Context: an optimization exercise on an open-source flow, tuned for small area. The choices shown serve that exercise and are no tape-out recipe. Function was checked by simulation only, so behaviour that the tests miss may differ from the original. Power and IR drop assume default switching activity.

==> design.v <==
package abacus_pkg;
  localparam int NUM_EVENTS = 7;
  localparam logic [4:0] REG_CTRL      = 5'd0;
  localparam logic [4:0] REG_STATUS    = 5'd1;
  localparam logic [4:0] REG_ID        = 5'd2;
  localparam logic [4:0] REG_CNT_FIRST = 5'd4;    
  localparam logic [4:0] REG_CNT_LAST  = 5'd17;   
  localparam int CTRL_EN_BIT  = 0;
  localparam int CTRL_CLR_BIT = 1;
  localparam int CTRL_FRZ_BIT = 2;
  typedef enum logic [2:0] {
    EV_INSN_ISSUED = 3'd0,
    EV_IC_REQ      = 3'd1,
    EV_IC_MISS     = 3'd2,
    EV_IC_FILL     = 3'd3,
    EV_DC_REQ      = 3'd4,
    EV_DC_HIT      = 3'd5,
    EV_DC_FILL     = 3'd6
  } event_e;
endpackage
module abacus_cpair (
  input  logic c_i,
  input  logic q_e,      
  input  logic n_o,      
  input  logic we_i,
  input  logic nwe_i,    
  input  logic nw_e,     
  input  logic w_o,      
  output logic d_e,      
  output logic dn_o,     
  output logic c_o
);
  logic nc_o, xs_e, s_o;
  assign nc_o = ~(c_i & q_e);
  assign xs_e = ~((q_e | c_i) & nc_o);           
  assign d_e  = ~((nwe_i | nw_e) & (we_i | xs_e));
  assign c_o  = ~(nc_o | n_o);
  assign s_o  = ~((n_o & nc_o) | c_o);           
  assign dn_o = ~((nwe_i | w_o) & (we_i | s_o));
endmodule
module abacus_la (
  input  logic        bump_i,
  input  logic        nbump_i,   
  input  logic [27:0] q_e,
  input  logic [27:0] n_o,
  output logic [7:1]  c_o
);
  logic [6:0] ones;
  for (genvar j = 0; j < 7; j++) begin : g_o
    assign ones[j] = (&q_e[4*j +: 4]) & ~(|n_o[4*j +: 4]);
  end
  for (genvar j = 1; j < 8; j++) begin : g_c
    if (j == 1 || j == 4) begin : g_t
      assign c_o[j] = bump_i & (&ones[j-1:0]);
    end else begin : g_n
      assign c_o[j] = ~(nbump_i | ~(&ones[j-1:0]));
    end
  end
endmodule
module abacus_counter #(
  parameter int W = 64
) (
  input  logic         clk,
  input  logic         rst,
  input  logic         bump_i,      
  input  logic         nbump_i,     
  input  logic [7:0]   we_i,        
  input  logic [7:0]   nwe_i,       
  input  logic [31:0]  w_i,         
  input  logic [31:0]  nw_i,        
  output logic [W-1:0] raw_o,       
  output logic         wrap_o
);
  localparam int G  = 8;
  localparam int NG = W / G;
  logic [W-1:0]  st_q, st_d;      
  logic [W/2:0]  cp;             
  logic [27:0] la_e, la_o;
  for (genvar i = 0; i < 28; i++) begin : g_la
    assign la_e[i] = st_q[2*i];
    assign la_o[i] = st_q[2*i+1];
  end
  logic [7:1] gc;
  abacus_la u_la (
    .bump_i  (bump_i),
    .nbump_i (nbump_i),
    .q_e     (la_e),
    .n_o     (la_o),
    .c_o     (gc)
  );
  assign cp[0] = bump_i;
  for (genvar j = 1; j < NG; j++) begin : g_gc
    assign cp[G/2*j] = gc[j];
  end
  assign wrap_o = cp[W/2];
  for (genvar p = 0; p < W/2; p++) begin : g_p
    logic c_nxt;
    abacus_cpair u_p (
      .c_i   (cp[p]),
      .q_e   (st_q[2*p]),
      .n_o   (st_q[2*p+1]),
      .we_i  (we_i[p/4]),
      .nwe_i (nwe_i[p/4]),
      .nw_e  (nw_i[(2*p) % 32]),
      .w_o   (w_i[(2*p+1) % 32]),
      .d_e   (st_d[2*p]),
      .dn_o  (st_d[2*p+1]),
      .c_o   (c_nxt)
    );
    if (p % (G/2) != G/2-1 || p == W/2-1) begin : g_c
      assign cp[p+1] = c_nxt;
    end
  end
  for (genvar i = 0; i < W; i++) begin : g_ff
    if (i % 2 == 0) begin : g_t
      always_ff @(posedge clk or posedge rst)
        if (rst) st_q[i] <= 1'b0;
        else     st_q[i] <= st_d[i];
    end else begin : g_n
      always_ff @(posedge clk or posedge rst)
        if (rst) st_q[i] <= 1'b1;
        else     st_q[i] <= st_d[i];
    end
  end
  assign raw_o = st_q;
endmodule
module abacus_ctl (
  input  logic       en_i,       
  input  logic       ev_i,
  input  logic       rqw_i,      
  input  logic       clrsel_i,   
  input  logic       nclr_i,     
  input  logic       idx0_i,     
  input  logic       nidx0_i,    
  input  logic [3:0] lit_i,      
  input  logic [3:0] selc_i,     
  output logic       bump_o,
  output logic       nbump_o,
  output logic [7:0] we_o,       
  output logic [7:0] nwe_o
);
  logic ks, nwk, wl, wh, nwr;
  assign ks      = &lit_i;
  assign nwk     = ~(rqw_i & ks);
  assign wl      = ~((nwk | idx0_i) & nclr_i);
  assign wh      = ~((nwk | nidx0_i) & nclr_i);
  assign we_o    = {{4{wh}} & selc_i, {4{wl}} & selc_i};
  assign nwe_o   = ~we_o;
  assign nwr     = ~((ks | clrsel_i) & rqw_i);
  assign bump_o  = en_i & ev_i & nwr;
  assign nbump_o = ~bump_o;
endmodule
module abacus_nidx (
  input  logic [4:0] idx_i,
  output logic [4:0] nidx_o
);
  assign nidx_o = ~idx_i;
endmodule
module abacus_wd (
  input  logic [31:0] dw_i,     
  input  logic        nclr_i,   
  output logic [31:0] wd_o
);
  for (genvar i = 0; i < 32; i++) begin : g_w
    if (i % 2 == 0) begin : g_e
      assign wd_o[i] = ~(dw_i[i] & nclr_i);
    end else begin : g_o
      assign wd_o[i] = dw_i[i] & nclr_i;
    end
  end
endmodule
module abacus_rd_t (
  input  logic [6:0] lo_i,     
  input  logic [6:0] hi_i,     
  input  logic [6:0] ksl_i,    
  input  logic [6:0] ks_i,     
  input  logic       shi_i,    
  input  logic       ssh_i,    
  input  logic       hold_i,   
  input  logic       misc_i,
  input  logic       sh_i,
  input  logic       dat_i,
  output logic       dat_d,
  output logic       hi_o      
);
  assign hi_o   = |(ks_i & hi_i);
  assign dat_d  = (|(ksl_i & lo_i)) | (shi_i & hi_o) | (ssh_i & sh_i) | (hold_i & dat_i) | misc_i;
endmodule
module abacus_rd_n (
  input  logic [6:0] nlo_i,
  input  logic [6:0] nhi_i,
  input  logic [6:0] nksl_i,
  input  logic [6:0] nks_i,
  input  logic       shi_i,
  input  logic       ssh_i,
  input  logic       hold_i,
  input  logic       nmisc_i,
  input  logic       sh_i,
  input  logic       dat_i,
  output logic       dat_d,
  output logic       hi_o      
);
  assign hi_o   = |(~nks_i & ~nhi_i);
  assign dat_d  = (|(~nksl_i & ~nlo_i)) | (shi_i & hi_o) | (ssh_i & sh_i) | (hold_i & dat_i) | ~nmisc_i;
endmodule
module abacus_rd_t0 (
  input  logic [6:0] lo_i,
  input  logic [6:0] hi_i,
  input  logic [6:0] ksl_i,
  input  logic [6:0] ks_i,
  input  logic       shi_i,
  input  logic       ssh_i,
  input  logic       hold_i,
  input  logic       sh_i,
  input  logic       dat_i,
  output logic       dat_d,
  output logic       hi_o      
);
  assign hi_o   = |(ks_i & hi_i);
  assign dat_d  = (|(ksl_i & lo_i)) | (shi_i & hi_o) | (ssh_i & sh_i) | (hold_i & dat_i);
endmodule
module abacus_rd_n0 (
  input  logic [6:0] nlo_i,
  input  logic [6:0] nhi_i,
  input  logic [6:0] nksl_i,
  input  logic [6:0] nks_i,
  input  logic       shi_i,
  input  logic       ssh_i,
  input  logic       hold_i,
  input  logic       sh_i,
  input  logic       dat_i,
  output logic       dat_d,
  output logic       hi_o      
);
  assign hi_o   = |(~nks_i & ~nhi_i);
  assign dat_d  = (|(~nksl_i & ~nlo_i)) | (shi_i & hi_o) | (ssh_i & sh_i) | (hold_i & dat_i);
endmodule
module abacus_sel (
  input  logic [3:0] lit_i,    
  input  logic       rl_i,     
  input  logic       nrl_i,    
  output logic       ks_o,
  output logic       nks_o,
  output logic       ksl_o,
  output logic       nksl_o
);
  assign ks_o   = &lit_i;
  assign nks_o  = ~(&lit_i);
  assign ksl_o  = ~(~(&lit_i) | nrl_i);
  assign nksl_o = ~(&lit_i) | nrl_i;
endmodule
import abacus_pkg::*;
module abacus_wb_counters #(
  parameter int          COUNTER_W       = 64,
  parameter bit          ENABLE_AT_RESET = 1'b1,
  parameter logic [31:0] BLOCK_ID        = 32'hABAC0001
) (
  input  logic        clk,
  input  logic        rst,
  input  logic [29:0] wb_adr,
  input  logic [31:0] wb_dat_w,
  input  logic [3:0]  wb_sel,
  input  logic        wb_cyc,
  input  logic        wb_stb,
  input  logic        wb_we,
  output logic [31:0] wb_dat_r,
  output logic        wb_ack,
  output logic        wb_err,
  input  logic        abacus_instruction_issued,
  input  logic        abacus_icache_request,
  input  logic        abacus_icache_miss,
  input  logic        abacus_icache_line_fill_in_progress,
  input  logic        abacus_dcache_request,
  input  logic        abacus_dcache_hit,
  input  logic        abacus_dcache_line_fill_in_progress
);
  logic [NUM_EVENTS-1:0] ev;
  assign ev = {abacus_dcache_line_fill_in_progress, abacus_dcache_hit,
               abacus_dcache_request, abacus_icache_line_fill_in_progress,
               abacus_icache_miss, abacus_icache_request,
               abacus_instruction_issued};
  logic                  ack_q, err_q;
  logic [31:0]           dat_q;
  logic                  enable_q, freeze_q;
  logic [NUM_EVENTS-1:0] status_q;
  logic [2:0]            shadow_idx_q;    
  logic [31:0]           shadow_hi_q;
  logic [4:0] idx;
  logic       req, mapped, wr, rd, cnt_sel, cnt_hi;
  logic [6:0] ksel;             
  logic [6:0] nks, ksl, nksl;   
  logic       rl;               
  logic       ctrl_wr, status_wr, clr, cnt_en;
  assign idx     = wb_adr[4:0];
  assign req     = wb_cyc & wb_stb & ~(wb_ack | wb_err);
  assign cnt_sel = (idx >= REG_CNT_FIRST) & (idx <= REG_CNT_LAST);
  assign mapped  = (idx <= REG_ID) | cnt_sel;
  assign wr      = req & mapped & wb_we;
  assign rd      = req & mapped & ~wb_we;
  assign cnt_hi  = idx[0];
  assign rl      = req & ~cnt_hi;
  assign ctrl_wr   = wr & (idx == REG_CTRL) & wb_sel[0];
  assign status_wr = wr & (idx == REG_STATUS) & wb_sel[0];
  assign clr       = rqw & clrsel;
  assign cnt_en    = enable_q & ~freeze_q;
  logic rqw, clrsel;
  assign rqw    = req & wb_we;
  assign clrsel = (idx == REG_CTRL) & wb_sel[0] & wb_dat_w[CTRL_CLR_BIT];
  logic [4:0] nidx;
  logic       nclr;
  logic [3:0] selc;
  abacus_nidx u_nidx (.idx_i (idx), .nidx_o (nidx));
  assign nclr = ~clr;
  assign selc = wb_sel | {4{clr}};
  logic [31:0] wd;
  abacus_wd u_wd (
    .dw_i   (wb_dat_w),
    .nclr_i (nclr),
    .wd_o   (wd)
  );
  logic [COUNTER_W-1:0] cnt_raw [NUM_EVENTS];
  logic [NUM_EVENTS-1:0]                wrap;
  for (genvar k = 0; k < NUM_EVENTS; k++) begin : g_cnt
    logic [7:0] we_k, nwe_k;
    logic [3:0] lit_k;
    logic       bump_k, nbump_k;
    for (genvar b = 0; b < 4; b++) begin : g_lit
      assign lit_k[b] = ((k + 2) >> b) & 1 ? idx[b+1] : nidx[b+1];
    end
    abacus_sel u_sel (
      .lit_i  (lit_k),
      .rl_i   (rl),
      .nrl_i  (~rl),
      .ks_o   (ksel[k]),
      .nks_o  (nks[k]),
      .ksl_o  (ksl[k]),
      .nksl_o (nksl[k])
    );
    abacus_ctl u_ctl (
      .en_i     (cnt_en),
      .ev_i     (ev[k]),
      .rqw_i    (rqw),
      .clrsel_i (clrsel),
      .nclr_i   (nclr),
      .idx0_i   (idx[0]),
      .nidx0_i  (nidx[0]),
      .lit_i    (lit_k),
      .selc_i   (selc),
      .bump_o   (bump_k),
      .nbump_o  (nbump_k),
      .we_o     (we_k),
      .nwe_o    (nwe_k)
    );
    abacus_counter #(.W(COUNTER_W)) u_cnt (
      .clk     (clk),
      .rst     (rst),
      .bump_i  (bump_k),
      .nbump_i (nbump_k),
      .we_i    (we_k),
      .nwe_i   (nwe_k),
      .w_i     (wd),       
      .nw_i    (wd),       
      .raw_o   (cnt_raw[k]),
      .wrap_o  (wrap[k])
    );
  end
  logic        shadow_hit;
  assign shadow_hit = (shadow_idx_q == idx[3:1]);
  logic        shi, ssh, hold, shadow_ld, s_id, s_ctrl, s_stat;
  assign shi       = req & cnt_sel & cnt_hi & ~shadow_hit;
  assign ssh       = req & cnt_sel & cnt_hi & shadow_hit;
  assign hold      = ~req;
  assign shadow_ld = rd & cnt_sel & ~cnt_hi;
  assign s_id      = req & (idx == REG_ID);
  assign s_ctrl    = req & (idx == REG_CTRL);
  assign s_stat    = req & (idx == REG_STATUS);
  logic [31:0] misc;
  for (genvar i = 0; i < 32; i++) begin : g_misc
    if (i == CTRL_EN_BIT)
      assign misc[i] = (s_id & BLOCK_ID[i]) | (s_stat & status_q[i]) | (s_ctrl & enable_q);
    else if (i == CTRL_FRZ_BIT)
      assign misc[i] = (s_id & BLOCK_ID[i]) | (s_stat & status_q[i]) | (s_ctrl & freeze_q);
    else if (i < NUM_EVENTS)
      assign misc[i] = (s_id & BLOCK_ID[i]) | (s_stat & status_q[i]);
    else
      assign misc[i] = s_id & BLOCK_ID[i];
  end
  logic [31:0] dat_d, hi_sel;
  for (genvar i = 0; i < 32; i++) begin : g_rd
    logic [6:0] lo_b, hi_b;
    for (genvar k = 0; k < NUM_EVENTS; k++) begin : g_k
      assign lo_b[k] = cnt_raw[k][i];
      assign hi_b[k] = cnt_raw[k][i+32];
    end
    localparam bit HAS_MISC = (i < NUM_EVENTS) || BLOCK_ID[i];
    if (i % 2 == 0 && HAS_MISC) begin : g_tm
      abacus_rd_t u_rd (
        .lo_i (lo_b), .hi_i (hi_b), .ksl_i (ksl), .ks_i (ksel),
        .shi_i (shi), .ssh_i (ssh), .hold_i (hold),
        .misc_i (misc[i]), .sh_i (shadow_hi_q[i]), .dat_i (dat_q[i]),
        .dat_d (dat_d[i]), .hi_o (hi_sel[i])
      );
    end else if (i % 2 == 0) begin : g_t
      abacus_rd_t0 u_rd (
        .lo_i (lo_b), .hi_i (hi_b), .ksl_i (ksl), .ks_i (ksel),
        .shi_i (shi), .ssh_i (ssh), .hold_i (hold),
        .sh_i (shadow_hi_q[i]), .dat_i (dat_q[i]),
        .dat_d (dat_d[i]), .hi_o (hi_sel[i])
      );
    end else if (HAS_MISC) begin : g_nm
      abacus_rd_n u_rd (
        .nlo_i (lo_b), .nhi_i (hi_b), .nksl_i (nksl), .nks_i (nks),
        .shi_i (shi), .ssh_i (ssh), .hold_i (hold),
        .nmisc_i (~misc[i]), .sh_i (shadow_hi_q[i]), .dat_i (dat_q[i]),
        .dat_d (dat_d[i]), .hi_o (hi_sel[i])
      );
    end else begin : g_n
      abacus_rd_n0 u_rd (
        .nlo_i (lo_b), .nhi_i (hi_b), .nksl_i (nksl), .nks_i (nks),
        .shi_i (shi), .ssh_i (ssh), .hold_i (hold),
        .sh_i (shadow_hi_q[i]), .dat_i (dat_q[i]),
        .dat_d (dat_d[i]), .hi_o (hi_sel[i])
      );
    end
  end
  always_ff @(posedge clk or posedge rst) begin
    if (rst) begin
      ack_q        <= 1'b0;
      err_q        <= 1'b0;
      dat_q        <= '0;
      enable_q     <= ENABLE_AT_RESET;
      freeze_q     <= 1'b0;
      status_q     <= '0;
      shadow_idx_q <= 3'd1;
      shadow_hi_q  <= '0;
    end else begin
      ack_q <= req & mapped;
      err_q <= req & ~mapped;
      dat_q <= dat_d;
      if (ctrl_wr) begin
        enable_q <= wb_dat_w[CTRL_EN_BIT];
        freeze_q <= wb_dat_w[CTRL_FRZ_BIT];
      end
      status_q <= (status_q & ~({NUM_EVENTS{status_wr}} & wb_dat_w[NUM_EVENTS-1:0])) | wrap;
      if (clr)            shadow_idx_q <= 3'd1;
      else if (shadow_ld) shadow_idx_q <= idx[3:1];
      if (shadow_ld) shadow_hi_q <= hi_sel;
    end
  end
  assign wb_ack   = ack_q;
  assign wb_err   = err_q;
  assign wb_dat_r = dat_q;
  logic unused_bits;
  assign unused_bits = ^wb_adr[29:5];
endmodule
==> flow/run.sh <==
#!/bin/bash
# Own layout flow: the standard flow, with a synthesis script that maps
# the counter bit pairs by hand (cells.v) and the rest with an area-only abc
# script, smaller port buffers. Each tool's output goes to its own log here.
set -uo pipefail
F=$PWD/flow
export MY_ABC_SCRIPT=$F/abc.script
export MY_CELLS_V=$F/cells.v
bash standard.sh SYNTH_SCRIPT=$F/my_synth.tcl "SYNTH_BLACKBOXES=abacus_cpair abacus_la abacus_ctl abacus_nidx abacus_sel abacus_wd abacus_rd_t abacus_rd_t0 abacus_rd_n abacus_rd_n0" \
  "BUFFER_PORTS_ARGS=-buffer_cell sky130_fd_sc_hd__buf_1" \
  "CTS_ARGS=-sink_clustering_enable -repair_clock_nets -dont_use_dummy_load -buf_list sky130_fd_sc_hd__clkbuf_8 -sink_clustering_size 16 -sink_clustering_max_diameter 60" \
  finish > flow_make.log 2>&1
st=$?
exit $st
==> flow/abc.script <==
&get -n
&st
&dch
&nf -a -R 1000
&put
==> flow/cells.v <==
// Cell-level implementation of abacus_cpair (see rtl/abacus_counter.sv),
// swapped in by my_synth.tcl for the blackboxed RTL module.
module abacus_cpair (c_i, q_e, n_o, we_i, nwe_i, nw_e, w_o, d_e, dn_o, c_o);
  input c_i, q_e, n_o, we_i, nwe_i, nw_e, w_o;
  output d_e, dn_o, c_o;
  wire nc_o, xs_e, s_o;
  sky130_fd_sc_hd__nand2_1 u_nc (.A(c_i), .B(q_e), .Y(nc_o));
  sky130_fd_sc_hd__o21ai_1 u_xs (.A1(q_e), .A2(c_i), .B1(nc_o), .Y(xs_e));
  sky130_fd_sc_hd__o22ai_1 u_de (.A1(nwe_i), .A2(nw_e), .B1(we_i), .B2(xs_e), .Y(d_e));
  sky130_fd_sc_hd__nor2_1  u_co (.A(nc_o), .B(n_o), .Y(c_o));
  sky130_fd_sc_hd__a21oi_1 u_so (.A1(n_o), .A2(nc_o), .B1(c_o), .Y(s_o));
  sky130_fd_sc_hd__o22ai_1 u_do (.A1(nwe_i), .A2(w_o), .B1(we_i), .B2(s_o), .Y(dn_o));
endmodule

// Cell-level implementation of abacus_la.
module abacus_la (bump_i, nbump_i, q_e, n_o, c_o);
  input bump_i, nbump_i;
  input [27:0] q_e, n_o;
  output [7:1] c_o;
  wire [6:0] ne, no, ones;
  wire np2, np3, p4, np5, np6, np7;
  genvar j;
  generate for (j = 0; j < 7; j = j + 1) begin : g_o
    sky130_fd_sc_hd__nand4_1 u_ne (.A(q_e[4*j]), .B(q_e[4*j+1]), .C(q_e[4*j+2]), .D(q_e[4*j+3]), .Y(ne[j]));
    sky130_fd_sc_hd__or4_1   u_no (.A(n_o[4*j]), .B(n_o[4*j+1]), .C(n_o[4*j+2]), .D(n_o[4*j+3]), .X(no[j]));
    sky130_fd_sc_hd__nor2_2  u_on (.A(ne[j]), .B(no[j]), .Y(ones[j]));
  end endgenerate
  sky130_fd_sc_hd__nand2_1 u_np2 (.A(ones[0]), .B(ones[1]), .Y(np2));
  sky130_fd_sc_hd__nand3_1 u_np3 (.A(ones[0]), .B(ones[1]), .C(ones[2]), .Y(np3));
  sky130_fd_sc_hd__and4_2  u_p4  (.A(ones[0]), .B(ones[1]), .C(ones[2]), .D(ones[3]), .X(p4));
  sky130_fd_sc_hd__nand2_1 u_np5 (.A(p4), .B(ones[4]), .Y(np5));
  sky130_fd_sc_hd__nand3_1 u_np6 (.A(p4), .B(ones[4]), .C(ones[5]), .Y(np6));
  sky130_fd_sc_hd__nand4_1 u_np7 (.A(p4), .B(ones[4]), .C(ones[5]), .D(ones[6]), .Y(np7));
  sky130_fd_sc_hd__and2_1  u_c1  (.A(bump_i), .B(ones[0]), .X(c_o[1]));
  sky130_fd_sc_hd__nor2_1  u_c2  (.A(nbump_i), .B(np2), .Y(c_o[2]));
  sky130_fd_sc_hd__nor2_1  u_c3  (.A(nbump_i), .B(np3), .Y(c_o[3]));
  sky130_fd_sc_hd__and2_1  u_c4  (.A(bump_i), .B(p4), .X(c_o[4]));
  sky130_fd_sc_hd__nor2_1  u_c5  (.A(nbump_i), .B(np5), .Y(c_o[5]));
  sky130_fd_sc_hd__nor2_1  u_c6  (.A(nbump_i), .B(np6), .Y(c_o[6]));
  sky130_fd_sc_hd__nor2_1  u_c7  (.A(nbump_i), .B(np7), .Y(c_o[7]));
endmodule

// Cell-level implementation of abacus_ctl.
module abacus_ctl (en_i, ev_i, rqw_i, clrsel_i, nclr_i, idx0_i, nidx0_i, lit_i, selc_i, bump_o, nbump_o, we_o, nwe_o);
  input en_i, ev_i, rqw_i, clrsel_i, nclr_i, idx0_i, nidx0_i;
  input [3:0] lit_i, selc_i;
  output bump_o, nbump_o;
  output [7:0] we_o, nwe_o;
  wire ks, nwk, wl, wh, nwr;
  sky130_fd_sc_hd__and4_1  u_ks  (.A(lit_i[0]), .B(lit_i[1]), .C(lit_i[2]), .D(lit_i[3]), .X(ks));
  sky130_fd_sc_hd__nand2_1 u_nwk (.A(rqw_i), .B(ks), .Y(nwk));
  sky130_fd_sc_hd__o21ai_2 u_wl  (.A1(nwk), .A2(idx0_i), .B1(nclr_i), .Y(wl));
  sky130_fd_sc_hd__o21ai_2 u_wh  (.A1(nwk), .A2(nidx0_i), .B1(nclr_i), .Y(wh));
  sky130_fd_sc_hd__and2_2  u_we0 (.A(wl), .B(selc_i[0]), .X(we_o[0]));
  sky130_fd_sc_hd__and2_2  u_we1 (.A(wl), .B(selc_i[1]), .X(we_o[1]));
  sky130_fd_sc_hd__and2_2  u_we2 (.A(wl), .B(selc_i[2]), .X(we_o[2]));
  sky130_fd_sc_hd__and2_2  u_we3 (.A(wl), .B(selc_i[3]), .X(we_o[3]));
  sky130_fd_sc_hd__and2_2  u_we4 (.A(wh), .B(selc_i[0]), .X(we_o[4]));
  sky130_fd_sc_hd__and2_2  u_we5 (.A(wh), .B(selc_i[1]), .X(we_o[5]));
  sky130_fd_sc_hd__and2_2  u_we6 (.A(wh), .B(selc_i[2]), .X(we_o[6]));
  sky130_fd_sc_hd__and2_2  u_we7 (.A(wh), .B(selc_i[3]), .X(we_o[7]));
  sky130_fd_sc_hd__nand2_2 u_nw0 (.A(wl), .B(selc_i[0]), .Y(nwe_o[0]));
  sky130_fd_sc_hd__nand2_2 u_nw1 (.A(wl), .B(selc_i[1]), .Y(nwe_o[1]));
  sky130_fd_sc_hd__nand2_2 u_nw2 (.A(wl), .B(selc_i[2]), .Y(nwe_o[2]));
  sky130_fd_sc_hd__nand2_2 u_nw3 (.A(wl), .B(selc_i[3]), .Y(nwe_o[3]));
  sky130_fd_sc_hd__nand2_2 u_nw4 (.A(wh), .B(selc_i[0]), .Y(nwe_o[4]));
  sky130_fd_sc_hd__nand2_2 u_nw5 (.A(wh), .B(selc_i[1]), .Y(nwe_o[5]));
  sky130_fd_sc_hd__nand2_2 u_nw6 (.A(wh), .B(selc_i[2]), .Y(nwe_o[6]));
  sky130_fd_sc_hd__nand2_2 u_nw7 (.A(wh), .B(selc_i[3]), .Y(nwe_o[7]));
  sky130_fd_sc_hd__o21ai_1 u_nwr (.A1(ks), .A2(clrsel_i), .B1(rqw_i), .Y(nwr));
  sky130_fd_sc_hd__and3_2  u_bp  (.A(en_i), .B(ev_i), .C(nwr), .X(bump_o));
  sky130_fd_sc_hd__inv_2   u_nbp (.A(bump_o), .Y(nbump_o));
endmodule

// Cell-level implementation of abacus_nidx.
module abacus_nidx (idx_i, nidx_o);
  input [4:0] idx_i;
  output [4:0] nidx_o;
  sky130_fd_sc_hd__inv_2 u_n0 (.A(idx_i[0]), .Y(nidx_o[0]));
  sky130_fd_sc_hd__inv_2 u_n1 (.A(idx_i[1]), .Y(nidx_o[1]));
  sky130_fd_sc_hd__inv_2 u_n2 (.A(idx_i[2]), .Y(nidx_o[2]));
  sky130_fd_sc_hd__inv_2 u_n3 (.A(idx_i[3]), .Y(nidx_o[3]));
  sky130_fd_sc_hd__inv_2 u_n4 (.A(idx_i[4]), .Y(nidx_o[4]));
endmodule

// Cell-level implementations of the read-path slices (rtl/abacus_wb_counters.sv).
module abacus_rd_t (lo_i, hi_i, ksl_i, ks_i, shi_i, ssh_i, hold_i, misc_i, sh_i, dat_i, dat_d, hi_o);
  input [6:0] lo_i, hi_i, ksl_i, ks_i;
  input shi_i, ssh_i, hold_i, misc_i, sh_i, dat_i;
  output dat_d, hi_o;
  wire na, nb, nc, nd, ha, hb, hc;
  sky130_fd_sc_hd__a222oi_1 u_ha (.A1(ks_i[0]), .A2(hi_i[0]), .B1(ks_i[1]), .B2(hi_i[1]), .C1(ks_i[2]), .C2(hi_i[2]), .Y(ha));
  sky130_fd_sc_hd__a222oi_1 u_hb (.A1(ks_i[3]), .A2(hi_i[3]), .B1(ks_i[4]), .B2(hi_i[4]), .C1(ks_i[5]), .C2(hi_i[5]), .Y(hb));
  sky130_fd_sc_hd__nand2_1  u_hc (.A(ks_i[6]), .B(hi_i[6]), .Y(hc));
  sky130_fd_sc_hd__nand3_1  u_hs (.A(ha), .B(hb), .C(hc), .Y(hi_o));
  sky130_fd_sc_hd__a222oi_1 u_na (.A1(ksl_i[0]), .A2(lo_i[0]), .B1(ksl_i[1]), .B2(lo_i[1]), .C1(ksl_i[2]), .C2(lo_i[2]), .Y(na));
  sky130_fd_sc_hd__a222oi_1 u_nb (.A1(ksl_i[3]), .A2(lo_i[3]), .B1(ksl_i[4]), .B2(lo_i[4]), .C1(ksl_i[5]), .C2(lo_i[5]), .Y(nb));
  sky130_fd_sc_hd__a222oi_1 u_nc (.A1(ksl_i[6]), .A2(lo_i[6]), .B1(shi_i), .B2(hi_o), .C1(ssh_i), .C2(sh_i), .Y(nc));
  sky130_fd_sc_hd__a21oi_1  u_nd (.A1(hold_i), .A2(dat_i), .B1(misc_i), .Y(nd));
  sky130_fd_sc_hd__nand4_1  u_dd (.A(na), .B(nb), .C(nc), .D(nd), .Y(dat_d));
endmodule

module abacus_rd_t0 (lo_i, hi_i, ksl_i, ks_i, shi_i, ssh_i, hold_i, sh_i, dat_i, dat_d, hi_o);
  input [6:0] lo_i, hi_i, ksl_i, ks_i;
  input shi_i, ssh_i, hold_i, sh_i, dat_i;
  output dat_d, hi_o;
  wire na, nb, nc, nd, ha, hb, hc;
  sky130_fd_sc_hd__a222oi_1 u_ha (.A1(ks_i[0]), .A2(hi_i[0]), .B1(ks_i[1]), .B2(hi_i[1]), .C1(ks_i[2]), .C2(hi_i[2]), .Y(ha));
  sky130_fd_sc_hd__a222oi_1 u_hb (.A1(ks_i[3]), .A2(hi_i[3]), .B1(ks_i[4]), .B2(hi_i[4]), .C1(ks_i[5]), .C2(hi_i[5]), .Y(hb));
  sky130_fd_sc_hd__nand2_1  u_hc (.A(ks_i[6]), .B(hi_i[6]), .Y(hc));
  sky130_fd_sc_hd__nand3_1  u_hs (.A(ha), .B(hb), .C(hc), .Y(hi_o));
  sky130_fd_sc_hd__a222oi_1 u_na (.A1(ksl_i[0]), .A2(lo_i[0]), .B1(ksl_i[1]), .B2(lo_i[1]), .C1(ksl_i[2]), .C2(lo_i[2]), .Y(na));
  sky130_fd_sc_hd__a222oi_1 u_nb (.A1(ksl_i[3]), .A2(lo_i[3]), .B1(ksl_i[4]), .B2(lo_i[4]), .C1(ksl_i[5]), .C2(lo_i[5]), .Y(nb));
  sky130_fd_sc_hd__a222oi_1 u_nc (.A1(ksl_i[6]), .A2(lo_i[6]), .B1(shi_i), .B2(hi_o), .C1(ssh_i), .C2(sh_i), .Y(nc));
  sky130_fd_sc_hd__nand2_1  u_nd (.A(hold_i), .B(dat_i), .Y(nd));
  sky130_fd_sc_hd__nand4_1  u_dd (.A(na), .B(nb), .C(nc), .D(nd), .Y(dat_d));
endmodule

module abacus_rd_n (nlo_i, nhi_i, nksl_i, nks_i, shi_i, ssh_i, hold_i, nmisc_i, sh_i, dat_i, dat_d, hi_o);
  input [6:0] nlo_i, nhi_i, nksl_i, nks_i;
  input shi_i, ssh_i, hold_i, nmisc_i, sh_i, dat_i;
  output dat_d, hi_o;
  wire p01, p23, p45, p6, h01, h23, h45, h6, r, q;
  sky130_fd_sc_hd__o22ai_1 u_h01 (.A1(nks_i[0]), .A2(nhi_i[0]), .B1(nks_i[1]), .B2(nhi_i[1]), .Y(h01));
  sky130_fd_sc_hd__o22ai_1 u_h23 (.A1(nks_i[2]), .A2(nhi_i[2]), .B1(nks_i[3]), .B2(nhi_i[3]), .Y(h23));
  sky130_fd_sc_hd__o22ai_1 u_h45 (.A1(nks_i[4]), .A2(nhi_i[4]), .B1(nks_i[5]), .B2(nhi_i[5]), .Y(h45));
  sky130_fd_sc_hd__nor2_1  u_h6  (.A(nks_i[6]), .B(nhi_i[6]), .Y(h6));
  sky130_fd_sc_hd__or4_1   u_hs  (.A(h01), .B(h23), .C(h45), .D(h6), .X(hi_o));
  sky130_fd_sc_hd__o22ai_1 u_p01 (.A1(nksl_i[0]), .A2(nlo_i[0]), .B1(nksl_i[1]), .B2(nlo_i[1]), .Y(p01));
  sky130_fd_sc_hd__o22ai_1 u_p23 (.A1(nksl_i[2]), .A2(nlo_i[2]), .B1(nksl_i[3]), .B2(nlo_i[3]), .Y(p23));
  sky130_fd_sc_hd__o22ai_1 u_p45 (.A1(nksl_i[4]), .A2(nlo_i[4]), .B1(nksl_i[5]), .B2(nlo_i[5]), .Y(p45));
  sky130_fd_sc_hd__nor2_1  u_p6  (.A(nksl_i[6]), .B(nlo_i[6]), .Y(p6));
  sky130_fd_sc_hd__nor4_1  u_r   (.A(p01), .B(p23), .C(p45), .D(p6), .Y(r));
  sky130_fd_sc_hd__a222oi_1 u_q  (.A1(shi_i), .A2(hi_o), .B1(ssh_i), .B2(sh_i), .C1(hold_i), .C2(dat_i), .Y(q));
  sky130_fd_sc_hd__nand3_1 u_dd  (.A(r), .B(q), .C(nmisc_i), .Y(dat_d));
endmodule

module abacus_rd_n0 (nlo_i, nhi_i, nksl_i, nks_i, shi_i, ssh_i, hold_i, sh_i, dat_i, dat_d, hi_o);
  input [6:0] nlo_i, nhi_i, nksl_i, nks_i;
  input shi_i, ssh_i, hold_i, sh_i, dat_i;
  output dat_d, hi_o;
  wire p01, p23, p45, p6, h01, h23, h45, h6, r, q;
  sky130_fd_sc_hd__o22ai_1 u_h01 (.A1(nks_i[0]), .A2(nhi_i[0]), .B1(nks_i[1]), .B2(nhi_i[1]), .Y(h01));
  sky130_fd_sc_hd__o22ai_1 u_h23 (.A1(nks_i[2]), .A2(nhi_i[2]), .B1(nks_i[3]), .B2(nhi_i[3]), .Y(h23));
  sky130_fd_sc_hd__o22ai_1 u_h45 (.A1(nks_i[4]), .A2(nhi_i[4]), .B1(nks_i[5]), .B2(nhi_i[5]), .Y(h45));
  sky130_fd_sc_hd__nor2_1  u_h6  (.A(nks_i[6]), .B(nhi_i[6]), .Y(h6));
  sky130_fd_sc_hd__or4_1   u_hs  (.A(h01), .B(h23), .C(h45), .D(h6), .X(hi_o));
  sky130_fd_sc_hd__o22ai_1 u_p01 (.A1(nksl_i[0]), .A2(nlo_i[0]), .B1(nksl_i[1]), .B2(nlo_i[1]), .Y(p01));
  sky130_fd_sc_hd__o22ai_1 u_p23 (.A1(nksl_i[2]), .A2(nlo_i[2]), .B1(nksl_i[3]), .B2(nlo_i[3]), .Y(p23));
  sky130_fd_sc_hd__o22ai_1 u_p45 (.A1(nksl_i[4]), .A2(nlo_i[4]), .B1(nksl_i[5]), .B2(nlo_i[5]), .Y(p45));
  sky130_fd_sc_hd__nor2_1  u_p6  (.A(nksl_i[6]), .B(nlo_i[6]), .Y(p6));
  sky130_fd_sc_hd__nor4_1  u_r   (.A(p01), .B(p23), .C(p45), .D(p6), .Y(r));
  sky130_fd_sc_hd__a222oi_1 u_q  (.A1(shi_i), .A2(hi_o), .B1(ssh_i), .B2(sh_i), .C1(hold_i), .C2(dat_i), .Y(q));
  sky130_fd_sc_hd__nand2_1 u_dd  (.A(r), .B(q), .Y(dat_d));
endmodule

// Cell-level implementation of abacus_sel (outputs drive 16 slices each).
module abacus_sel (lit_i, rl_i, nrl_i, ks_o, nks_o, ksl_o, nksl_o);
  input [3:0] lit_i;
  input rl_i, nrl_i;
  output ks_o, nks_o, ksl_o, nksl_o;
  wire n1;
  sky130_fd_sc_hd__and4_4  u_ks  (.A(lit_i[0]), .B(lit_i[1]), .C(lit_i[2]), .D(lit_i[3]), .X(ks_o));
  sky130_fd_sc_hd__inv_4   u_nks (.A(ks_o), .Y(nks_o));
  sky130_fd_sc_hd__nand4_1 u_n1  (.A(lit_i[0]), .B(lit_i[1]), .C(lit_i[2]), .D(lit_i[3]), .Y(n1));
  sky130_fd_sc_hd__nor2_2  u_ksl (.A(n1), .B(nrl_i), .Y(ksl_o));
  sky130_fd_sc_hd__or2_4   u_nksl (.A(n1), .B(nrl_i), .X(nksl_o));
endmodule

// Cell-level implementation of abacus_wd (each output feeds 14 counter bits).
module abacus_wd (dw_i, nclr_i, wd_o);
  input [31:0] dw_i;
  input nclr_i;
  output [31:0] wd_o;
  genvar i;
  generate for (i = 0; i < 32; i = i + 2) begin : g_w
    sky130_fd_sc_hd__nand2_2 u_e (.A(dw_i[i]), .B(nclr_i), .Y(wd_o[i]));
    sky130_fd_sc_hd__and2_4  u_o (.A(dw_i[i+1]), .B(nclr_i), .X(wd_o[i+1]));
  end endgenerate
endmodule
==> flow/my_synth.tcl <==
# The standard flow's synthesis (synth_recipe.tcl), with two changes: abc runs an
# area-only mapping script, and the modules named in SYNTH_BLACKBOXES are
# replaced by the cell-level versions in cells.v before flattening.
proc synth {args} { yosys synth -nofsm -noshare {*}$args }
proc abc {args} {
  set i [lsearch -exact $args -script]
  if { $i >= 0 } { lset args [expr { $i + 1 }] $::env(MY_ABC_SCRIPT) }
  yosys abc {*}$args
}
source $::env(SCRIPTS_DIR)/synth.tcl
foreach m $::env(SYNTH_BLACKBOXES) { delete $m }
read_verilog $::env(MY_CELLS_V)
hierarchy -check -top $::env(DESIGN_NAME)
tee -o $::env(REPORTS_DIR)/synth_stat_cells.txt stat {*}$lib_args
# left out here: clear keep_hierarchy, flatten, clean up, hide names made inside functions
tee -o $::env(REPORTS_DIR)/synth_stat_flat.txt stat {*}$lib_args
# left out here: write 1_2_yosys.v
==> standard.sh <==
#!/bin/bash
# synth_recipe.tcl (not shown) runs the flow's synth.tcl, then flattens the netlist and writes it again
# the make line also repeats each setting of config.mk as NAME=value (left out here)
make -C /OpenROAD-flow-scripts/flow DESIGN_CONFIG=/design/flow/config.mk WORK_HOME=/design/flow/orfs CLKGATE_MAP_FILE= SYNTH_SCRIPT=/design/flow/synth_recipe.tcl "${@:-finish}"
==> config.mk <==
export PLATFORM = sky130hd
export DESIGN_NAME = abacus_wb_counters
export DESIGN_NICKNAME = abacus_wb_counters
export VERILOG_FILES = /design/flow/design.v
export SDC_FILE = /design/flow/constraint.sdc
export NUM_CORES = 4
export LEC_CHECK = 0
export ABC_AREA = 1
export CAP_MARGIN = 20
export CORE_MARGIN = 2
export CORE_UTILIZATION = 70
export GPL_TIMING_DRIVEN = 0
export PLACE_DENSITY = 0.85
export SETUP_SLACK_MARGIN = 0.15
export SLEW_MARGIN = 20
==> constraint.sdc <==
create_clock -name core_clock -period 4.5 [get_ports {clk}]
set_input_delay 0.9000 -clock core_clock [delete_from_list [all_inputs] [get_ports {clk}]]
set_output_delay 0.9000 -clock core_clock [all_outputs]
set_load 0.01 [all_outputs]
==> results.py, run 1 <==
metrics = {
    "run_status": {
        "status": "timing/DRC/antenna clean",
    },
    "worst_setup_path": {
        "crit_required_ns": 5.12,
        "cp_max_fo": 14,
        "endpoint_kind": "register",
        "cp-start-kind": "input pin",
        "critical_path_arrival_ns": 4.87,
        "criticalPathCategory": "input pin to register",
    },
    "timing": {
        "min_period_over_period": 0.945,
        "post-route-min-period_ns": 4.25,
        "finClkSkew_ns": 0.0781,
        "finalHoldViolCount": 0,
        "slew_violations": 0,
        "slew_headroom": 0.147,
        "rsz0062_at_grt": "no",
        "setup-violations-final": 0,
        "worstMarginPinSlew_ns": 1.28,
        "max_freq_mhz": 235,
    },
    "clock_network": {
        "cts_max_level": 2,
        "cts_sinks": 526,
        "clock_latency_ns": 0.69,
        "cts_tree": "done",
        "root_buffer": "clkbuf_8",
        "clockBufferDepth": 3,
        "clk_pin_slew_ns": 0.11,
        "numCtsBuffers": 41,
        "hold_buffers": 0,
    },
    "die": {
        "io_pins": 112,
        "die-area_um2": 39100,
        "rows": 70,
        "die_h_um": 198,
        "initial_core_util": 0.714,
        "die_w_um": 198,
        "core_area_um2": 36800,
    },
    "global_routing": {
        "grt_first_pass_wirelength_mm": 142,
        "grt_max_degree": 199,
        "grt_pass1_vias": 24600,
        "gr-total-overflow": 0,
        "antenna_found_initial": 5,
        "track_usage": 0.491,
    },
    "yosys": {
        "yosys_warnings": 13,
        "synth_area_um2": 26300,
        "synthesis.instances": 2775,
        "avgSynthCellArea_um2": 9.47,
        "syn-num-nets": 2853,
    },
    "detailed_routing": {
        "routedWlPerCell_um": 28.4,
        "drt_iter0_drc": 4375,
        "num_vias": 26200,
        "dr.pass1.iters": 10,
        "drc": 0,
        "ant_nets": 0,
        "avgViaCountPerCell": 7.76,
        "finalWirelength_mm": 95.9,
    },
    "job": {
        "drv_cap": 0,
    },
    "worst_hold_path": {
        "hold_path.class": "input pin to asynchronous set/reset pin",
    },
    "layout": {
        "fin_nets": 2990,
        "syn2layout_area_growth_pct": 6.53,
        "ff_latch_area_um2": 13400,
        "multi_input_area_um2": 12700,
        "drive_above_1_share": 0.188,
        "nFillCells": 2622,
        "instances_no_fill": 3381,
    },
    "placement": {
        "port_buffers": 86,
        "gp_congestion": 1.03,
        "dp.final_hpwl_mm": 64.8,
        "post-place-cells": 3337,
    },
    "power_and_ir_drop": {
        "p_leak_nw": 11.1,
        "p_total_w": 0.00886,
        "power.density_nw_per_um2": 317,
        "max-vdd-ir-drop_v": 0.000304,
    },
}
-- registers in the layout, summed over array words and instances, names as in the netlist --
name and flops:
g_cnt.u_cnt.st_q 448, dat_q 32, shadow_hi_q 32, status_q 7
shadow_idx_q 3, ack_q 1, enable_q 1, err_q 1
freeze_q 1
-- routing by layer --
layer / vias up / wire [um] / global-route usage
met3: 470 / 16800 / 0.205
met1: 12400 / 32300 / 0.630
met5: - / 98 / 0
met2: 2165 / 38500 / 0.669
li1: 11200 / - / -
met4: 6 / 8240 / 0.355
-- cell usage in the layout, fill, tap and decap left out, types with 72 or more instances in the layout --
cell,count
nand2_1,290
buf_1,83
a21oi_1,231
o21ai_1,231
nor2_1,295
nand2_2,72
a222oi_1,96
dfrtp_1,300
o22ai_1,544
nand4_1,80
dfstp_2,226
-- worst max-delay path, stage by stage --
cell,delay [ns]
buf_1,0.64
nor3_1,0.19
and3_1,0.38
o21ai_1,0.27
and3_2,0.32
inv_2,0.10
nor2_1,0.34
nand2_1,0.15
nor2_1,0.25
nand2_1,0.16
nor2_1,0.23
nand2_1,0.13
nor2_1,0.23
nand2_1,0.12
nor2_1,0.26
a21oi_1,0.08
o22ai_1,0.11
-- where the power goes --
part / internal [W] / leakage, nW / switching, W
sequential: 0.00516 / 6.44 / 0.000348
combinational: 0.000359 / 4.33 / 0.000646
clock: 0.000819 / 0.295 / 0.00153
total: 0.00634 / 11.1 / 0.00252
-- final timing paths --
kind | start | end | slack [ns] | depth (start not counted)
worst max-delay path | wb_adr[0] | g_cnt[1].u_cnt.st_q[63] | 0.25 | 17
worst min-delay path | rst | g_cnt[1].u_cnt.st_q[44] | 0.24 | 2
worst max register to register | err_q | g_cnt[1].u_cnt.st_q[63] | 0.47 | 17
worst min register to register | status_q[1] | status_q[1] | 0.48 | 1
max in group asynchronous | rst | g_cnt[3].u_cnt.st_q[58] | 2.62 | 4
min in group core_clock | status_q[1] | status_q[1] | 0.48 | 1
-- per-stage QoR --
step	TNS, ns	area, um2	util	hold WS, ns	setup WS (ns)
after floorplan	0	26300	-	0.442	0.493
after global placement	-529.69	27200	0.739	0.457	-0.867
after detailed placement	-2.68	27400	0.745	0.460	-0.320
after CTS	0	28000	0.760	0.237	0.362
after global routing	0	28000	0.760	0.258	0.165
final	0	28000	0.761	0.244	0.248
-- final cells by class --
cell class                      count  area share
Sequential cell                   526       0.481
Buffer                              1    0.000179
Tap cell                          468      0.0209
Clock buffer                       41      0.0202
Multi-Input combinational cell   2225       0.455
Antenna cell                        3    0.000268
Timing Repair Buffer               94      0.0178
Inverter                           23     0.00470
-- timing repair --
item                       4_1_cts  5_1_grt
resized for setup                0        5
setup endpoints to repair        0       15
setup buffers                    0        0
==> inputs of run 2 (changes only) <==
--- a/config.mk
+++ b/config.mk
@@ -11,5 +11,3 @@
 export CORE_UTILIZATION = 70
-export GPL_TIMING_DRIVEN = 0
 export PLACE_DENSITY = 0.85
-export SETUP_SLACK_MARGIN = 0.15
 export SLEW_MARGIN = 20
==> run 2 against run 1 <==
Sequential share of layout area hardly changed; design area hardly changed; register-to-register slack hardly changed; area after synthesis stayed put; cell count is 0.41% higher; power hardly changed; combinational power hardly changed; clock-buffer cell count stayed put; setup slack better by 0.22 ns; non-clock buffer count is 15 higher.
==> results.py, run 2 <==
metrics = {
    "timing": {
        "setup-violations-final": 0,
        "setup_tns_ns": 0,
        "finalHoldViolCount": 0,
        "slew_headroom": 0.188,
        "rsz0062_at_grt": "no",
        "slew_violations": 0,
        "post-route-min-period_ns": 4.03,
        "max_freq_mhz": 248,
        "finClkSkew_ns": 0.0527,
        "worstMarginPinSlew_ns": 1.22,
        "min_period_over_period": 0.896,
        "layout_setup_ws_ns": 0.470,
    },
    "worst_hold_path": {
        "hold_path.class": "input pin to asynchronous set/reset pin",
    },
    "die": {
        "die_w_um": 198,
        "rows": 70,
        "core_area_um2": 36800,
        "die_h_um": 198,
        "die-area_um2": 39100,
        "initial_core_util": 0.714,
        "io_pins": 112,
    },
    "layout": {
        "layout_commonest_cell": "o22ai_1",
        "nFillCells": 2585,
        "ff_latch_area_um2": 13400,
        "fin_nets": 3005,
        "finalCoreUtilization": 0.761,
        "multi_input_area_um2": 12700,
        "syn2layout_area_growth_pct": 6.60,
        "final_cell_mix": "544 x o22ai_1, 300 x dfrtp_1, 295 x nor2_1",
        "reg_top3": "g_cnt.u_cnt.st_q: 448 flops, dat_q: 32 flops, shadow_hi_q: 32 flops",
        "regMostFlops": "g_cnt.u_cnt.st_q",
        "largest_register_ffs": 448,
        "drive_above_1_share": 0.190,
    },
    "detailed_routing": {
        "dr.pass1.iters": 13,
        "finalWirelength_mm": 96.5,
        "num_vias": 26500,
        "drc": 0,
        "ant_nets": 0,
        "routedWlPerCell_um": 28.4,
        "avgViaCountPerCell": 7.80,
        "drt_iter0_drc": 4694,
    },
    "global_routing": {
        "antenna_found_initial": 2,
        "grt_max_degree": 179,
        "gr-total-overflow": 0,
        "track_usage": 0.493,
        "grt_first_pass_wirelength_mm": 143,
        "grt_pass1_vias": 24600,
    },
    "clock_network": {
        "numCtsBuffers": 41,
        "cts_tree": "done",
        "clock_latency_ns": 0.67,
        "cts_sinks": 526,
        "cts_max_level": 2,
        "clk_pin_slew_ns": 0.09,
        "post_cts_buffers": 0,
        "clockBufferDepth": 3,
        "root_buffer": "clkbuf_8",
        "cts_resized": 0,
        "hold_buffers": 0,
    },
    "worst_setup_path": {
        "criticalPathCategory": "register to register",
        "reg2regPathDepth": 15,
        "critPathMaxStageDelay_ns": 0.56,
        "crit_end": "g_cnt[4].u_cnt.st_q[63]",
        "endpoint_kind": "register",
        "crit_chain": "or4_1 > nor2_2 > and4_2 > nand4_1 > nor2_1 > nand2_1 > nor2_1 > nand2_1 > nor2_1 > nand2_1 > nor2_1 > nand2_1 > nor2_1 > a21oi_1 > o22ai_1",
        "critPathBufInv": 0,
        "worst-path-stages": 15,
        "cp_max_fo": 4,
        "startpoint": "g_cnt[4].u_cnt.st_q[1]",
        "r2r_setup_slack_ns": 0.47,
        "r2r-end": "g_cnt[4].u_cnt.st_q[63]",
        "crit_top_cell": "nor2_1",
        "cp_top_family": "simple AND/OR/NAND/NOR gates",
        "crit-reg2reg-launch": "g_cnt[4].u_cnt.st_q[1]",
        "crit_slowest_cell": "or4_1",
        "critical_path_arrival_ns": 4.59,
        "crit_required_ns": 5.06,
        "cp-start-kind": "register",
    },
    "placement": {
        "pre_cts_slack_ns": 0.378,
        "gp_congestion": 1.01,
        "dp.final_hpwl_mm": 65.4,
        "port_buffers": 86,
    },
    "power_and_ir_drop": {
        "power_frac_comb": 0.113,
        "p_seq_frac": 0.622,
        "p_clk_frac": 0.265,
        "switching_share": 0.284,
        "max-vdd-ir-drop_v": 0.000360,
        "power.density_nw_per_um2": 316,
        "p_switching_w": 0.00251,
        "p_leak_nw": 11.1,
        "intPower_w": 0.00634,
    },
    "yosys": {
        "synthesis.instances": 2775,
        "syn-num-nets": 2853,
        "yosys_warnings": 13,
        "avgSynthCellArea_um2": 9.47,
        "synth_area_um2": 26300,
    },
    "run_status": {
        "status": "timing/DRC/antenna clean",
    },
    "job": {
        "drv_cap": 0,
    },
}
run 2: area by class of cell:
| cell class | count | share of cell area |
|---|---|---|
| sequential | 526 | 0.480 |
| multi-input combinational | 2225 | 0.455 |
| tap | 468 | 0.0209 |
| clock buffer | 41 | 0.0202 |
| timing repair buffer | 110 | 0.0194 |
| inverter | 23 | 0.00465 |
| antenna | 2 | 0.000179 |
run 2: through the flow:
step / hold WS (ns) / std cells / total power (W) / instance area [um2]
after floorplan: 0.442 / 2775 / 0.00612 / 26300
after global placement: 0.455 / 3351 / 0.00647 / 27400
after detailed placement: 0.467 / 3351 / 0.00654 / 27400
after CTS: 0.447 / 3392 / 0.00880 / 28000
after global routing: 0.487 / 3393 / 0.00912 / 28000
final: 0.350 / 3395 / 0.00885 / 28000
run 2: metal layers:
| layer | up-vias | track usage | routed length (um) |
|---|---|---|---|
| li1 | 11200 | - | - |
| met1 | 12500 | 0.626 | 32400 |
| met2 | 2271 | 0.679 | 38900 |
| met3 | 506 | 0.186 | 16500 |
| met4 | 2 | 0.383 | 8610 |
| met5 | - | 0 | 58 |
run 2: worst min-delay path by stage:
stage / from / to / slack, ns / cells after the start
global placement: status_q[6] / status_q[6] / 0.45 / 1
global route: rst / g_cnt[2].u_cnt.st_q[46] / 0.49 / 2
detailed placement: status_q[6] / status_q[6] / 0.47 / 1
finish: rst / g_cnt[1].u_cnt.st_q[44] / 0.35 / 2
CTS: rst / dat_q[11] / 0.45 / 2
floorplan: status_q[4] / status_q[4] / 0.44 / 1
run 2: power by group through the flow:
stage	sequential, W	clock (W)	combinational, W
floorplan	0.00548	0	0.000641
global placement	0.00555	0	0.000918
detailed placement	0.00557	0	0.000962
CTS	0.00549	0.00234	0.000966
global route	0.00555	0.00250	0.00107
finish	0.00551	0.00234	0.00100
==> inputs of run 3 (changes only) <==
--- a/flow/cells.v
+++ b/flow/cells.v
@@ -53,18 +53,18 @@
   sky130_fd_sc_hd__o21ai_2 u_wh  (.A1(nwk), .A2(nidx0_i), .B1(nclr_i), .Y(wh));
-  sky130_fd_sc_hd__and2_2  u_we0 (.A(wl), .B(selc_i[0]), .X(we_o[0]));
-  sky130_fd_sc_hd__and2_2  u_we1 (.A(wl), .B(selc_i[1]), .X(we_o[1]));
-  sky130_fd_sc_hd__and2_2  u_we2 (.A(wl), .B(selc_i[2]), .X(we_o[2]));
-  sky130_fd_sc_hd__and2_2  u_we3 (.A(wl), .B(selc_i[3]), .X(we_o[3]));
-  sky130_fd_sc_hd__and2_2  u_we4 (.A(wh), .B(selc_i[0]), .X(we_o[4]));
-  sky130_fd_sc_hd__and2_2  u_we5 (.A(wh), .B(selc_i[1]), .X(we_o[5]));
-  sky130_fd_sc_hd__and2_2  u_we6 (.A(wh), .B(selc_i[2]), .X(we_o[6]));
-  sky130_fd_sc_hd__and2_2  u_we7 (.A(wh), .B(selc_i[3]), .X(we_o[7]));
-  sky130_fd_sc_hd__nand2_2 u_nw0 (.A(wl), .B(selc_i[0]), .Y(nwe_o[0]));
-  sky130_fd_sc_hd__nand2_2 u_nw1 (.A(wl), .B(selc_i[1]), .Y(nwe_o[1]));
-  sky130_fd_sc_hd__nand2_2 u_nw2 (.A(wl), .B(selc_i[2]), .Y(nwe_o[2]));
-  sky130_fd_sc_hd__nand2_2 u_nw3 (.A(wl), .B(selc_i[3]), .Y(nwe_o[3]));
-  sky130_fd_sc_hd__nand2_2 u_nw4 (.A(wh), .B(selc_i[0]), .Y(nwe_o[4]));
-  sky130_fd_sc_hd__nand2_2 u_nw5 (.A(wh), .B(selc_i[1]), .Y(nwe_o[5]));
-  sky130_fd_sc_hd__nand2_2 u_nw6 (.A(wh), .B(selc_i[2]), .Y(nwe_o[6]));
-  sky130_fd_sc_hd__nand2_2 u_nw7 (.A(wh), .B(selc_i[3]), .Y(nwe_o[7]));
+  sky130_fd_sc_hd__and2_1  u_we0 (.A(wl), .B(selc_i[0]), .X(we_o[0]));
+  sky130_fd_sc_hd__and2_1  u_we1 (.A(wl), .B(selc_i[1]), .X(we_o[1]));
+  sky130_fd_sc_hd__and2_1  u_we2 (.A(wl), .B(selc_i[2]), .X(we_o[2]));
+  sky130_fd_sc_hd__and2_1  u_we3 (.A(wl), .B(selc_i[3]), .X(we_o[3]));
+  sky130_fd_sc_hd__and2_1  u_we4 (.A(wh), .B(selc_i[0]), .X(we_o[4]));
+  sky130_fd_sc_hd__and2_1  u_we5 (.A(wh), .B(selc_i[1]), .X(we_o[5]));
+  sky130_fd_sc_hd__and2_1  u_we6 (.A(wh), .B(selc_i[2]), .X(we_o[6]));
+  sky130_fd_sc_hd__and2_1  u_we7 (.A(wh), .B(selc_i[3]), .X(we_o[7]));
+  sky130_fd_sc_hd__nand2_1 u_nw0 (.A(wl), .B(selc_i[0]), .Y(nwe_o[0]));
+  sky130_fd_sc_hd__nand2_1 u_nw1 (.A(wl), .B(selc_i[1]), .Y(nwe_o[1]));
+  sky130_fd_sc_hd__nand2_1 u_nw2 (.A(wl), .B(selc_i[2]), .Y(nwe_o[2]));
+  sky130_fd_sc_hd__nand2_1 u_nw3 (.A(wl), .B(selc_i[3]), .Y(nwe_o[3]));
+  sky130_fd_sc_hd__nand2_1 u_nw4 (.A(wh), .B(selc_i[0]), .Y(nwe_o[4]));
+  sky130_fd_sc_hd__nand2_1 u_nw5 (.A(wh), .B(selc_i[1]), .Y(nwe_o[5]));
+  sky130_fd_sc_hd__nand2_1 u_nw6 (.A(wh), .B(selc_i[2]), .Y(nwe_o[6]));
+  sky130_fd_sc_hd__nand2_1 u_nw7 (.A(wh), .B(selc_i[3]), .Y(nwe_o[7]));
   sky130_fd_sc_hd__o21ai_1 u_nwr (.A1(ks), .A2(clrsel_i), .B1(rqw_i), .Y(nwr));
--- a/config.mk
+++ b/config.mk
@@ -11,3 +11,5 @@
 export CORE_UTILIZATION = 70
+export GPL_TIMING_DRIVEN = 0
 export PLACE_DENSITY = 0.85
+export SETUP_SLACK_MARGIN = 0.15
 export SLEW_MARGIN = 20
==> run 3 against run 2 <==
Via count is 1.3% lower; still clean on timing, DRC and antenna; power is 0.53% lower; sequential share of layout area is 0.38 points higher; synthesized cell count stayed put; setup slack worse by 0.017 ns; largest power group unchanged; area after synthesis is 0.80% lower; global-route usage is 0.77 points lower; wire length is 2.1% lower; utilization is 0.24 points lower; clock-buffer cell count is 1 lower.
==> results.py, run 3 <==
metrics = {
    "power_and_ir_drop": {
        "max-vdd-ir-drop_v": 0.000305,
        "p_total_w": 0.00881,
        "p_leak_nw": 11.0,
        "power.density_nw_per_um2": 317,
    },
    "yosys": {
        "syn-num-nets": 2853,
        "synth_area_um2": 26100,
        "synthesis.instances": 2775,
        "yosys_warnings": 13,
        "avgSynthCellArea_um2": 9.39,
    },
    "worst_hold_path": {
        "hold_path.class": "input pin to asynchronous set/reset pin",
    },
    "timing": {
        "setup-violations-final": 0,
        "rsz0062_at_grt": "no",
        "post-route-min-period_ns": 4.05,
        "finClkSkew_ns": 0.0714,
        "finalHoldViolCount": 0,
        "slew_headroom": 0.137,
        "worstMarginPinSlew_ns": 1.29,
        "max_freq_mhz": 247,
        "slew_violations": 0,
        "min_period_over_period": 0.900,
    },
    "global_routing": {
        "gr-total-overflow": 0,
        "grtUsageMet2": 0.675,
        "grt_first_pass_wirelength_mm": 140,
        "grt_pass1_vias": 24100,
        "antenna_found_initial": 3,
        "grt-busiest-layer": "met2",
        "grt_max_degree": 185,
        "track_usage": 0.485,
        "grtUsageMet3": 0.181,
        "grt_use_met1": 0.631,
    },
    "layout": {
        "reg_top3": "g_cnt.u_cnt.st_q: 448 flops, dat_q: 32 flops, shadow_hi_q: 32 flops",
        "regMostFlops": "g_cnt.u_cnt.st_q",
        "final_cell_mix": "544 x o22ai_1, 346 x nand2_1, 300 x dfrtp_1",
        "layout_commonest_cell": "o22ai_1",
        "drive_above_1_share": 0.150,
        "largest_register_ffs": 448,
        "syn2layout_area_growth_pct": 6.61,
        "finalCoreUtilization": 0.759,
        "fin_nets": 2990,
    },
    "detailed_routing": {
        "num_vias": 26100,
        "routedWlPerCell_um": 27.9,
        "ant_nets": 0,
        "drt_iter0_drc": 4339,
        "finalWirelength_mm": 94.5,
        "avgViaCountPerCell": 7.73,
        "dr.pass1.iters": 10,
        "drc": 0,
    },
    "placement": {
        "port_buffers": 86,
        "gp_congestion": 1.04,
        "dp.final_hpwl_mm": 63.7,
    },
    "clock_network": {
        "numCtsBuffers": 40,
        "cts_max_level": 2,
        "cts_sinks": 526,
        "cts_tree": "done",
        "clockBufferDepth": 3,
        "root_buffer": "clkbuf_8",
        "clk_pin_slew_ns": 0.10,
        "clock_latency_ns": 0.66,
        "hold_buffers": 0,
    },
    "die": {
        "io_pins": 112,
        "core_area_um2": 36600,
        "initial_core_util": 0.712,
        "die_h_um": 197,
        "rows": 70,
        "die-area_um2": 38800,
        "die_w_um": 197,
    },
    "worst_setup_path": {
        "crit_slowest_cell": "or4_1",
        "crit_top_cell": "nor2_1",
        "endpoint_kind": "register",
        "critical_path_arrival_ns": 4.62,
        "cp_top_family": "simple AND/OR/NAND/NOR gates",
        "criticalPathCategory": "register to register",
        "critPathBufInv": 0,
        "critPathMaxStageDelay_ns": 0.54,
        "cp-start-kind": "register",
        "crit_required_ns": 5.08,
        "cp_max_fo": 4,
        "crit_chain": "or4_1 > nor2_2 > and4_2 > nand4_1 > nor2_1 > nand2_1 > nor2_1 > nand2_1 > nor2_1 > nand2_1 > nor2_1 > nand2_1 > nor2_1 > a21oi_1 > o22ai_1",
    },
    "job": {
        "drv_cap": 0,
    },
    "run_status": {
        "status": "timing/DRC/antenna clean",
    },
}
run 3: final timing paths:
path / startpoint / to / slack [ns] / cells after the start
max in group asynchronous: rst / g_cnt[4].u_cnt.st_q[28] / 2.46 / 4
max: g_cnt[1].u_cnt.st_q[1] / g_cnt[1].u_cnt.st_q[63] / 0.45 / 15
min in group core_clock: shadow_hi_q[5] / dat_q[5] / 0.48 / 2
min: rst / g_cnt[1].u_cnt.st_q[44] / 0.24 / 2
max reg2reg: g_cnt[1].u_cnt.st_q[1] / g_cnt[1].u_cnt.st_q[63] / 0.45 / 15
min reg2reg: shadow_hi_q[5] / dat_q[5] / 0.48 / 2
run 3: through the flow:
step / setup slack, ns / hold slack [ns] / setup TNS (ns) / cells / instance area (um2)
3_5_place_dp: -0.304 / 0.463 / -52.05 / 3338 / 27200
4_1_cts: 0.361 / 0.223 / 0 / 3378 / 27800
3_3_place_gp: -1.70 / 0.455 / -931.35 / 3329 / 27000
2_1_floorplan: 0.201 / 0.442 / 0 / 2775 / 26100
6_report: 0.452 / 0.239 / 0 / 3380 / 27800
5_1_grt: 0.220 / 0.251 / 0 / 3378 / 27800
run 3: what timing repair did:
item	CTS	global route
endpoints found under the setup margin	0	24
gates resized for setup	0	6
setup buffers	0	0
run 3: where the power goes:
| part | total [W] | internal, W | switching (W) |
|---|---|---|---|
| sequential | 0.00550 | 0.00516 | 0.000343 |
| clock | 0.00231 | 0.000800 | 0.00151 |
| combinational | 0.000991 | 0.000359 | 0.000632 |
| total | 0.00881 | 0.00632 | 0.00249 |
run 3: routing by layer:
layer  routed length [um]  up-vias
met1                32700    12300
met4                 7840        4
met2                38400     2124
met5                   20        -
met3                15600      436
li1                     -    11200
run 3: layout make-up:
class,count,area [um2]
Clock buffer,40,551
Sequential cell,526,13400
Inverter,23,131
Timing Repair Buffer,95,523
Buffer,1,5.00
Multi-Input combinational cell,2225,12500
Fill cell,2620,8830
Antenna cell,2,5.00
Tap cell,468,586
==> inputs of run 4 (changes only) <==
--- a/config.mk
+++ b/config.mk
@@ -13,3 +13,3 @@
 export PLACE_DENSITY = 0.85
-export SETUP_SLACK_MARGIN = 0.15
+export SETUP_SLACK_MARGIN = 0.05
 export SLEW_MARGIN = 20
==> run 4 against run 3 <==
Design area hardly changed; global-route usage is the same; largest power group unchanged; first-iteration DRC count is 1.0% higher.
==> results.py, run 4 <==
metrics = {
    "layout": {
        "finalCoreUtilization": 0.759,
        "regMostFlops": "g_cnt.u_cnt.st_q",
        "final_cell_mix": "544 x o22ai_1, 346 x nand2_1, 300 x dfrtp_1",
        "fin_nets": 2990,
        "layout_commonest_cell": "o22ai_1",
        "syn2layout_area_growth_pct": 6.63,
        "instances_no_fill": 3380,
        "reg_top3": "g_cnt.u_cnt.st_q: 448 flops, dat_q: 32 flops, shadow_hi_q: 32 flops",
        "drive_above_1_share": 0.150,
        "largest_register_ffs": 448,
    },
    "die": {
        "io_pins": 112,
        "die-area_um2": 38800,
        "initial_core_util": 0.712,
        "core_area_um2": 36600,
        "rows": 70,
        "die_h_um": 197,
        "die_w_um": 197,
    },
    "worst_setup_path": {
        "cp_max_fo": 14,
        "criticalPathCategory": "input pin to register",
        "reg2regPathDepth": 15,
        "cp-start-kind": "input pin",
        "r2r_setup_slack_ns": 0.41,
        "endpoint_kind": "register",
        "crit-reg2reg-launch": "g_cnt[2].u_cnt.st_q[1]",
        "r2r-end": "g_cnt[2].u_cnt.st_q[63]",
        "critical_path_arrival_ns": 4.81,
        "crit_required_ns": 5.07,
    },
    "detailed_routing": {
        "drt_iter0_drc": 4384,
        "routedWlPerCell_um": 27.9,
        "avgViaCountPerCell": 7.73,
        "finalWirelength_mm": 94.5,
        "dr.pass1.iters": 11,
        "drc": 0,
        "num_vias": 26100,
        "ant_nets": 0,
    },
    "placement": {
        "port_buffers": 86,
        "post-place-cells": 3338,
        "dp.final_hpwl_mm": 63.7,
        "gp_congestion": 1.04,
    },
    "clock_network": {
        "cts_sinks": 526,
        "root_buffer": "clkbuf_8",
        "post_cts_buffers": 0,
        "hold_buffers": 0,
        "clock_latency_ns": 0.66,
        "clockBufferDepth": 3,
        "clk_pin_slew_ns": 0.11,
        "cts_tree": "done",
        "numCtsBuffers": 40,
        "cts_max_level": 2,
    },
    "run_status": {
        "status": "timing/DRC/antenna clean",
    },
    "timing": {
        "finalHoldViolCount": 0,
        "slew_headroom": 0.121,
        "max_freq_mhz": 236,
        "rsz0062_at_grt": "no",
        "min_period_over_period": 0.942,
        "post-route-min-period_ns": 4.24,
        "finClkSkew_ns": 0.0738,
        "worstMarginPinSlew_ns": 1.32,
        "slew_violations": 0,
        "setup-violations-final": 0,
    },
    "power_and_ir_drop": {
        "p_clk_frac": 0.262,
        "max-vdd-ir-drop_v": 0.000305,
        "power_frac_comb": 0.113,
        "switching_share": 0.282,
        "power.density_nw_per_um2": 317,
        "p_switching_w": 0.00248,
        "intPower_w": 0.00632,
        "p_leak_nw": 11.0,
        "p_seq_frac": 0.625,
    },
    "global_routing": {
        "grt_max_degree": 185,
        "track_usage": 0.485,
        "grt_pass1_vias": 24100,
        "antenna_found_initial": 3,
        "gr-total-overflow": 0,
        "grt_first_pass_wirelength_mm": 140,
    },
    "yosys": {
        "avgSynthCellArea_um2": 9.39,
        "synthesis.instances": 2775,
        "syn-num-nets": 2853,
        "synth_area_um2": 26100,
        "yosys_warnings": 13,
    },
    "job": {
        "drv_cap": 0,
    },
    "worst_hold_path": {
        "hold_path.class": "input pin to asynchronous set/reset pin",
    },
}
-- run 4: worst max path at each step --
stage / slack [ns] / startpoint / to / depth (start not counted)
3_3_place_gp: -1.70 / wb_adr[2] / g_cnt[5].u_cnt.st_q[52] / 8
2_1_floorplan: 0.20 / wb_adr[2] / g_cnt[0].u_cnt.st_q[10] / 7
5_1_grt: 0.05 / wb_adr[0] / g_cnt[5].u_cnt.st_q[63] / 17
4_1_cts: 0.36 / wb_adr[2] / g_cnt[5].u_cnt.st_q[63] / 18
6_report: 0.26 / wb_adr[0] / g_cnt[1].u_cnt.st_q[63] / 17
3_5_place_dp: -0.30 / wb_adr[2] / g_cnt[5].u_cnt.st_q[63] / 18
-- run 4: layout make-up --
| cell class | instances | area, um2 |
|---|---|---|
| Multi-Input combinational cell | 2225 | 12500 |
| Antenna cell | 2 | 5.00 |
| Sequential cell | 526 | 13400 |
| Inverter | 23 | 131 |
| Buffer | 1 | 5.00 |
| Timing Repair Buffer | 95 | 528 |
| Clock buffer | 40 | 551 |
| Tap cell | 468 | 586 |
| Fill cell | 2620 | 8820 |
-- run 4: per-layer routing --
metal,wire [um],part of all wire,global-route usage
met1,32400,0.34,0.631
met2,38500,0.41,0.675
met3,15800,0.17,0.181
met4,7730,0.082,0.336
met5,20,0.00021,0
-- run 4: worst max-delay path: stages --
cell and delay (ns):
clkdlybuf4s15_1 0.65, nor3_1 0.20, and3_1 0.38, o21ai_1 0.24
and3_2 0.32, inv_2 0.10, nor2_1 0.38, nand2_1 0.17
nor2_1 0.21, nand2_1 0.12, nor2_1 0.20, nand2_1 0.12
nor2_1 0.22, nand2_1 0.13, nor2_1 0.27, a21oi_1 0.07
o22ai_1 0.13
-- run 4: metrics by stage --
step	total power (W)	instance area, um2	setup TNS, ns	setup WS [ns]	hold WS [ns]
CTS	0.00876	27800	0	0.361	0.223
global placement	0.00645	27000	-931.35	-1.70	0.455
global route	0.00908	27800	0	0.0508	0.251
floorplan	0.00611	26100	0	0.201	0.442
finish	0.00880	27800	0	0.262	0.246
detailed placement	0.00653	27200	-52.05	-0.304	0.463
-- run 4: what timing repair did --
action	4_1_cts	5_1_grt
endpoints found under the setup margin	0	7
resized for setup	0	5
hold endpoints to repair	0	0
-- run 4: power by group through the flow --
stage               registers [W]  clock network, W  logic (W)
detailed placement        0.00557                 0   0.000956
global route              0.00554           0.00247    0.00107
floorplan                 0.00548                 0   0.000636
CTS                       0.00549           0.00232   0.000959
finish                    0.00550           0.00231   0.000993
global placement          0.00555                 0   0.000899

what the ideal ports hide:
How much do the figures lean on ideal ports? The routed layouts below were timed once more, with nothing changed but the port constraints.
Step 1 assumes that a clkbuf_16 drives the clock port and a buf_2 every other input.
Step 2 moves the port delays by t, midway between the first and last clock arrival at a register: inputs arrive t later, outputs are due t later. That takes back most of the time a late clock gives input paths.
Slacks: no drivers / after step 1 / after step 2; pairs: no drivers / after step 1.
| run | shift t [ns] | setup slack, ns | latest minus earliest clock arrival (ns) |
|---|---|---|---|
| run 1 | 0.702 | 0.248 / 0.274 / -0.428 | 0.078 / 0.078 |
| run 2 | 0.702 | 0.470 / 0.470 / 0.136 | 0.052 / 0.052 |
| run 3 | 0.679 | 0.452 / 0.452 / -0.174 | 0.071 / 0.072 |
| run 4 | 0.673 | 0.262 / 0.288 / -0.386 | 0.075 / 0.075 |
Met with ideal ports but missed after step 2: setup timing in run 1, run 3 and run 4. For run 1, which loses most, drivers alone change the setup slack by +0.026 ns; drivers and shift together by -0.676 ns.
